Background: an optimization exercise with open tools, aiming at small area and a short achievable clock period. Do not read the settings as production practice.
Power figures rest on the tool's default switching activity, not on a simulated workload.

==> flow/design.v <==
module note_sequencer #(
  parameter int DEPTH     = 64,
  parameter int DUR_W     = 16,
  parameter int TICK_DIV  = 16,
  parameter int DEB_TICKS = 10
) (
  input  logic                         clk,
  input  logic                         rst_n,
  input  logic [4:0]                   key_code,
  input  logic                         rec_n,
  input  logic                         play_n,
  input  logic                         stop_n,
  output logic [4:0]                   note_out,
  output logic [1:0]                   state_out,
  output logic                         full,
  output logic [$clog2(DEPTH+1)-1:0]   evt_count
);
  localparam int CW  = $clog2(DEPTH+1);
  localparam int AW  = (DEPTH > 1) ? $clog2(DEPTH) : 1;
  localparam int TW  = (TICK_DIV > 1) ? $clog2(TICK_DIV) : 1;
  localparam int DBW = $clog2(DEB_TICKS+1);
  localparam int EW  = 5 + DUR_W;
  localparam int RL  = DEPTH - 2;            
  localparam logic [4:0] SILENCE = 5'b11111;
  typedef enum logic [1:0] {S_IDLE = 2'b00, S_REC = 2'b01, S_PLAY = 2'b10} state_t;
  state_t            state;
  logic [4:0]        key_s1, key_s2;
  logic [2:0]        btn_s1, btn_s2;
  logic [2:0]        press;
  logic              stop_p, rec_p, play_p;
  logic [TW-1:0]     tick_cnt;
  logic              tick;
  logic [4:0]        cand, stable;
  logic [DBW-1:0]    deb_cnt, deb_next;
  logic              chg;
  logic [4:0]        note_n;                 
  logic [DUR_W-1:0]  dur, dur_plus, dur_m, dur_step, dur_nx;
  logic              dnz, dmax, d1;          
  logic [AW-1:0]     addr;
  logic              pload;
  logic [EW-1:0]     wr_data, pdata;
  logic              wr_en, wr_ring, sat, rec_close, full_hit, last, pdone, idle_rec, play_go;
  logic              d_clr, d_ld, d_step;
  logic [EW-1:0]     slot0, slot1;           
  logic [EW-1:0]     ring  [RL];             
  logic [EW-1:0]     ring_d [RL];
  logic [EW-1:0]     wbuf;                   
  logic              wpend, wpend_nx;
  logic [5:0]        wpos;                   
  logic [5:0]        npos;                   
  logic [EW-1:0]     nxt;                    
  logic [5:0]        rpos;                   
  logic [5:0]        ph;                     
  logic [5:0]        ph_nx, ph_pv, wpos_nx, rpos_nx, npos_nx1, npos_nx2;
  logic [4:0]        wtap, rtap;             
  logic [EW-1:0]     tap_d [5];
  logic [EW-1:0]     cap_d;
  always_ff @(posedge clk or negedge rst_n) begin
    if (!rst_n) begin
      key_s1 <= SILENCE;
      key_s2 <= SILENCE;
      btn_s1 <= 3'b111;
      btn_s2 <= 3'b111;
      press  <= 3'b000;
    end else begin
      key_s1 <= key_code;
      key_s2 <= key_s1;
      btn_s1 <= {stop_n, rec_n, play_n};
      btn_s2 <= btn_s1;
      press  <= btn_s2 & ~btn_s1;
    end
  end
  assign stop_p = press[2];
  assign rec_p  = press[1];
  assign play_p = press[0];
  always_ff @(posedge clk or negedge rst_n) begin
    if (!rst_n) begin
      tick_cnt <= '0;
      tick     <= 1'b0;
    end else begin
      tick_cnt <= tick_cnt + 1'b1;
      tick     <= (tick_cnt == TW'(TICK_DIV-2));
    end
  end
  always_comb begin
    deb_next = DBW'(1);
    if (key_s2 == cand)
      deb_next = (deb_cnt == DBW'(DEB_TICKS)) ? deb_cnt : deb_cnt + 1'b1;
  end
  always_ff @(posedge clk or negedge rst_n) begin
    if (!rst_n) begin
      cand    <= SILENCE;
      stable  <= SILENCE;
      deb_cnt <= '0;
      chg     <= 1'b0;
    end else begin
      chg <= 1'b0;
      if (tick) begin
        cand    <= key_s2;
        deb_cnt <= deb_next;
        if (deb_next >= DBW'(DEB_TICKS) && key_s2 != stable) begin
          stable <= key_s2;
          chg    <= 1'b1;
        end
      end
    end
  end
  always_comb begin
    dur_m     = {DUR_W{state == S_PLAY}};
    dur_step  = dur_m ^ ((dur ^ dur_m) + 1'b1);
    dur_plus  = tick ? dur_step : dur;
    sat       = tick && dmax;
    rec_close = (state == S_REC) && (chg || sat || stop_p);
    wr_en     = rec_close && (tick || dnz);
    wr_ring   = wr_en && (evt_count[AW-1:1] != '0);
    wr_data   = {note_out, dur_plus};
    full_hit  = wr_en && (evt_count == CW'(DEPTH-1));
    idle_rec  = !stop_p && rec_p;
    play_go   = !stop_p && !rec_p && play_p && (evt_count != '0);
    last      = (CW'(addr) == evt_count - 1'b1);
    pdone     = (state == S_PLAY) && !pload && tick && d1;
    pdata     = (addr == AW'(0)) ? slot0 : (addr == AW'(1)) ? slot1 : nxt;
    d_clr     = ((state == S_IDLE) && idle_rec) || ((state == S_REC) && rec_close);
    d_ld      = (state == S_PLAY) && pload && !stop_p;
    d_step    = tick && (state == S_REC || (state == S_PLAY && !pload));
    dur_nx    = d_clr ? '0 : d_ld ? pdata[DUR_W-1:0] : d_step ? dur_step : dur;
  end
  always_comb begin
    ph_nx    = (ph   == 6'(RL-1)) ? 6'd0 : ph   + 6'd1;
    ph_pv    = (ph   == 6'd0) ? 6'(RL-1) : ph - 6'd1;
    npos_nx1 = (npos == 6'(RL-1)) ? 6'd0 : npos + 6'd1;
    npos_nx2 = (npos == 6'(RL-2)) ? 6'd0 : (npos == 6'(RL-1)) ? 6'd1 : npos + 6'd2;
    wpos_nx  = wr_ring ? npos_nx1 : ((wpos == 6'(RL-1)) ? 6'd0 : wpos + 6'd1);
    wpend_nx = wr_ring || (wpend && !(|wtap));
    if (state != S_PLAY)
      rpos_nx = ph_nx;
    else if (pload && addr[AW-1:1] != '0 && !stop_p)
      rpos_nx = (rpos == 6'(RL-2)) ? 6'd0 : (rpos == 6'(RL-1)) ? 6'd1 : rpos + 6'd2;
    else
      rpos_nx = (rpos == 6'(RL-1)) ? 6'd0 : rpos + 6'd1;
    for (int j = 0; j < RL; j++) ring_d[j] = ring[(j + RL - 1) % RL];
    tap_d[0] = wtap[0] ? wbuf : ring[0];
    tap_d[1] = wtap[1] ? wbuf : ring[13];
    tap_d[2] = wtap[2] ? wbuf : ring[26];
    tap_d[3] = wtap[3] ? wbuf : ring[38];
    tap_d[4] = wtap[4] ? wbuf : ring[50];
    ring_d[1]  = tap_d[0];
    ring_d[14] = tap_d[1];
    ring_d[27] = tap_d[2];
    ring_d[39] = tap_d[3];
    ring_d[51] = tap_d[4];
    cap_d = '0;
    for (int k = 0; k < 5; k++) cap_d = cap_d | ({EW{rtap[k]}} & tap_d[k]);
  end
  always_ff @(posedge clk) begin
    for (int j = 0; j < RL; j++) ring[j] <= ring_d[j];
    if (|rtap) nxt <= cap_d;
    if (wr_en && evt_count[AW-1:0] == AW'(0)) slot0 <= wr_data;
    if (wr_en && evt_count[AW-1:0] == AW'(1)) slot1 <= wr_data;
    if (wr_en) wbuf <= wr_data;
  end
  always_ff @(posedge clk or negedge rst_n) begin
    if (!rst_n) begin
      ph    <= '0;
      wpend <= 1'b0;
      wtap  <= '0;
      npos  <= 6'(RL-2);
    end else begin
      ph    <= ph_nx;
      wpend <= wpend_nx;
      wtap  <= {5{wpend_nx}} & {wpos_nx == 6'd50, wpos_nx == 6'd38, wpos_nx == 6'd26,
                                wpos_nx == 6'd13, wpos_nx == 6'd0};
      if ((state == S_IDLE) && idle_rec) npos <= ph_pv;
      else if (wr_en)                    npos <= npos_nx2;
      else                               npos <= npos_nx1;
    end
  end
  always_ff @(posedge clk) begin
    wpos <= wpos_nx;
    rpos <= rpos_nx;
    rtap <= {rpos_nx == 6'd50, rpos_nx == 6'd38, rpos_nx == 6'd26, rpos_nx == 6'd13,
             rpos_nx == 6'd0};
  end
  always_ff @(posedge clk or negedge rst_n) begin
    if (!rst_n) begin
      state     <= S_IDLE;
      note_n    <= '0;
      full      <= 1'b0;
      evt_count <= '0;
    end else begin
      case (state)
        S_IDLE: begin
          note_n <= ~stable;
          if (idle_rec) begin
            state     <= S_REC;
            evt_count <= '0;
            full      <= 1'b0;
          end else if (play_go) begin
            state <= S_PLAY;
          end
        end
        S_REC: begin
          note_n <= ~stable;
          if (wr_en) evt_count <= evt_count + 1'b1;
          if (full_hit) begin
            full  <= 1'b1;
            state <= S_IDLE;
          end else if (stop_p) begin
            state <= S_IDLE;
          end
        end
        S_PLAY: begin
          if (stop_p) begin
            state  <= S_IDLE;
            note_n <= ~stable;
          end else if (pload) begin
            note_n <= ~pdata[EW-1:DUR_W];
          end else if (pdone && last) begin
            state <= S_IDLE;
          end
        end
        default: state <= S_IDLE;
      endcase
    end
  end
  assign note_out = ~note_n;
  always_ff @(posedge clk) begin
    dur  <= dur_nx;
    dnz  <= !d_clr && (d_ld ? (pdata[DUR_W-1:0] != '0) : (d_step || dnz));
    dmax <= !d_clr && (d_step ? (dur == {{(DUR_W-2){1'b1}}, 2'b01}) : dmax);
    d1   <= !d_clr && (d_ld ? (pdata[DUR_W-1:0] == DUR_W'(1)) :
                       d_step ? (dur == DUR_W'(2)) : d1);
    case (state)
      S_IDLE: begin
        if (!idle_rec && play_go) begin
          addr  <= '0;
          pload <= 1'b1;
        end
      end
      S_PLAY: begin
        if (stop_p) begin
          pload <= 1'b0;
        end else if (pload) begin
          pload <= 1'b0;
        end else if (pdone && !last) begin
          addr  <= addr + 1'b1;
          pload <= 1'b1;
        end
      end
      default: ;
    endcase
  end
  assign state_out = state;
endmodule
make LEC_CHECK=0 CAP_MARGIN=20 CORE_MARGIN=2 CORE_UTILIZATION=60 CTS_CLUSTER_DIAMETER=80 CTS_CLUSTER_SIZE=30 SETUP_SLACK_MARGIN=2.5 SLEW_MARGIN=20 finish   # period 5.0 ns
run.sh (not shown) runs the stock make flow with config.mk's settings and CLKGATE_MAP_FILE= SYNTH_SCRIPT=/design/flow/synth_recipe.tcl, a recipe that flattens the netlist after the stock synthesis.
The first run completed with no timing, DRC or antenna violations.
Then changed:
--- a/flow/design.v
+++ b/flow/design.v
@@ -28,16 +28,17 @@
   logic [2:0]        btn_s1, btn_s2;
   logic [2:0]        press;
   logic              stop_p, rec_p, play_p;
   logic [TW-1:0]     tick_cnt;
-  logic              tick;
+  logic              tick, tick_nx;
   logic [4:0]        cand, stable;
   logic [DBW-1:0]    deb_cnt, deb_next;
   logic              chg;
   logic [4:0]        note_n;                 
   logic [DUR_W-1:0]  dur, dur_plus, dur_m, dur_step, dur_nx;
   logic              dnz, dmax, d1;          
   logic [AW-1:0]     addr;
+  logic [CW-1:0]     addr_inc;
   logic              pload;
   logic [EW-1:0]     wr_data, pdata;
   logic              wr_en, wr_ring, sat, rec_close, full_hit, last, pdone, idle_rec, play_go;
   logic              d_clr, d_ld, d_step;
@@ -72,15 +73,16 @@
   end
   assign stop_p = press[2];
   assign rec_p  = press[1];
   assign play_p = press[0];
+  assign tick_nx = (tick_cnt == TW'(TICK_DIV-2));
   always_ff @(posedge clk or negedge rst_n) begin
     if (!rst_n) begin
       tick_cnt <= '0;
       tick     <= 1'b0;
     end else begin
       tick_cnt <= tick_cnt + 1'b1;
-      tick     <= (tick_cnt == TW'(TICK_DIV-2));
+      tick     <= tick_nx;
     end
   end
   always_comb begin
     deb_next = DBW'(1);
@@ -107,24 +109,25 @@
   end
   always_comb begin
     dur_m     = {DUR_W{state == S_PLAY}};
     dur_step  = dur_m ^ ((dur ^ dur_m) + 1'b1);
-    dur_plus  = tick ? dur_step : dur;
-    sat       = tick && dmax;
+    dur_plus  = dur;
+    sat       = dmax;
     rec_close = (state == S_REC) && (chg || sat || stop_p);
-    wr_en     = rec_close && (tick || dnz);
+    wr_en     = rec_close && dnz;
     wr_ring   = wr_en && (evt_count[AW-1:1] != '0);
     wr_data   = {note_out, dur_plus};
     full_hit  = wr_en && (evt_count == CW'(DEPTH-1));
     idle_rec  = !stop_p && rec_p;
     play_go   = !stop_p && !rec_p && play_p && (evt_count != '0);
-    last      = (CW'(addr) == evt_count - 1'b1);
+    addr_inc  = CW'(addr) + 1'b1;
+    last      = (addr_inc == evt_count);
     pdone     = (state == S_PLAY) && !pload && tick && d1;
-    pdata     = (addr == AW'(0)) ? slot0 : (addr == AW'(1)) ? slot1 : nxt;
+    pdata     = nxt;
     d_clr     = ((state == S_IDLE) && idle_rec) || ((state == S_REC) && rec_close);
     d_ld      = (state == S_PLAY) && pload && !stop_p;
-    d_step    = tick && (state == S_REC || (state == S_PLAY && !pload));
-    dur_nx    = d_clr ? '0 : d_ld ? pdata[DUR_W-1:0] : d_step ? dur_step : dur;
+    d_step    = (tick_nx && state == S_REC) || (tick && state == S_PLAY && !pload);
+    dur_nx    = d_clr ? DUR_W'(tick_nx) : d_ld ? pdata[DUR_W-1:0] : d_step ? dur_step : dur;
   end
   always_comb begin
     ph_nx    = (ph   == 6'(RL-1)) ? 6'd0 : ph   + 6'd1;
     ph_pv    = (ph   == 6'd0) ? 6'(RL-1) : ph - 6'd1;
@@ -153,9 +156,14 @@
     for (int k = 0; k < 5; k++) cap_d = cap_d | ({EW{rtap[k]}} & tap_d[k]);
   end
   always_ff @(posedge clk) begin
     for (int j = 0; j < RL; j++) ring[j] <= ring_d[j];
-    if (|rtap) nxt <= cap_d;
+    if (state != S_PLAY)
+      nxt <= slot0;
+    else if (pload && addr == AW'(0))
+      nxt <= slot1;
+    else if (|rtap && addr != AW'(0))
+      nxt <= cap_d;
     if (wr_en && evt_count[AW-1:0] == AW'(0)) slot0 <= wr_data;
     if (wr_en && evt_count[AW-1:0] == AW'(1)) slot1 <= wr_data;
     if (wr_en) wbuf <= wr_data;
   end
@@ -225,10 +233,10 @@
   end
   assign note_out = ~note_n;
   always_ff @(posedge clk) begin
     dur  <= dur_nx;
-    dnz  <= !d_clr && (d_ld ? (pdata[DUR_W-1:0] != '0) : (d_step || dnz));
-    dmax <= !d_clr && (d_step ? (dur == {{(DUR_W-2){1'b1}}, 2'b01}) : dmax);
+    dnz  <= tick_nx || (!d_clr && dnz);
+    dmax <= tick_nx && !d_clr && (dur == {{(DUR_W-1){1'b1}}, 1'b0});
     d1   <= !d_clr && (d_ld ? (pdata[DUR_W-1:0] == DUR_W'(1)) :
                        d_step ? (dur == DUR_W'(2)) : d1);
     case (state)
       S_IDLE: begin
After rerunning:
- The new run completed with no timing, DRC or antenna violations
- die area went down by 1.2%
- count of clock-buffer cells in the layout falls by 7
- first-iteration DRC count grows by 1.2%
- utilization decreases by 0.50 points
- synthesized area went down by 1.2%
- non-clock buffer count drops by 23
- power stays flat
- cell area is lower by 2.4%
- routed wire length falls by 11%
- critical path depth fell by 8
- via count shrinks by 5.4%
- maximum frequency increases by 0.68%
- flip-flop and latch count is unchanged
No run of this note included a check of the RTL's function; only the layout flow was run.

[afterwards: timing with drivers on the ports]
In the flow no input, the clock included, has a driving cell. The finished layouts below were timed again as built, in two steps.
Step 1, drivers: a clkbuf_16 drives clk and a buf_2 each remaining input, both assumed.
Step 2, shift: input delay + t, output delay - t, t = (earliest + latest rising clock arrival at the registers) / 2. This alone moves slack from input paths to output paths.
a / b / c = ideal ports / drivers / drivers and shift; a / b = the first two.
| run | t (ns) | setup WS [ns] | slew at the worst register clock pin (ns) | worst slew at a driven data input, ns |
|---|---|---|---|---|
| the first run | 0.710 | 2.535 / 2.481 / 2.535 | 0.11 / 0.11 | 0.06 |
| the second run | 0.706 | 2.551 / 2.487 / 2.586 | 0.11 / 0.11 | 0.04 |
After both steps setup and hold are still met in every run listed.
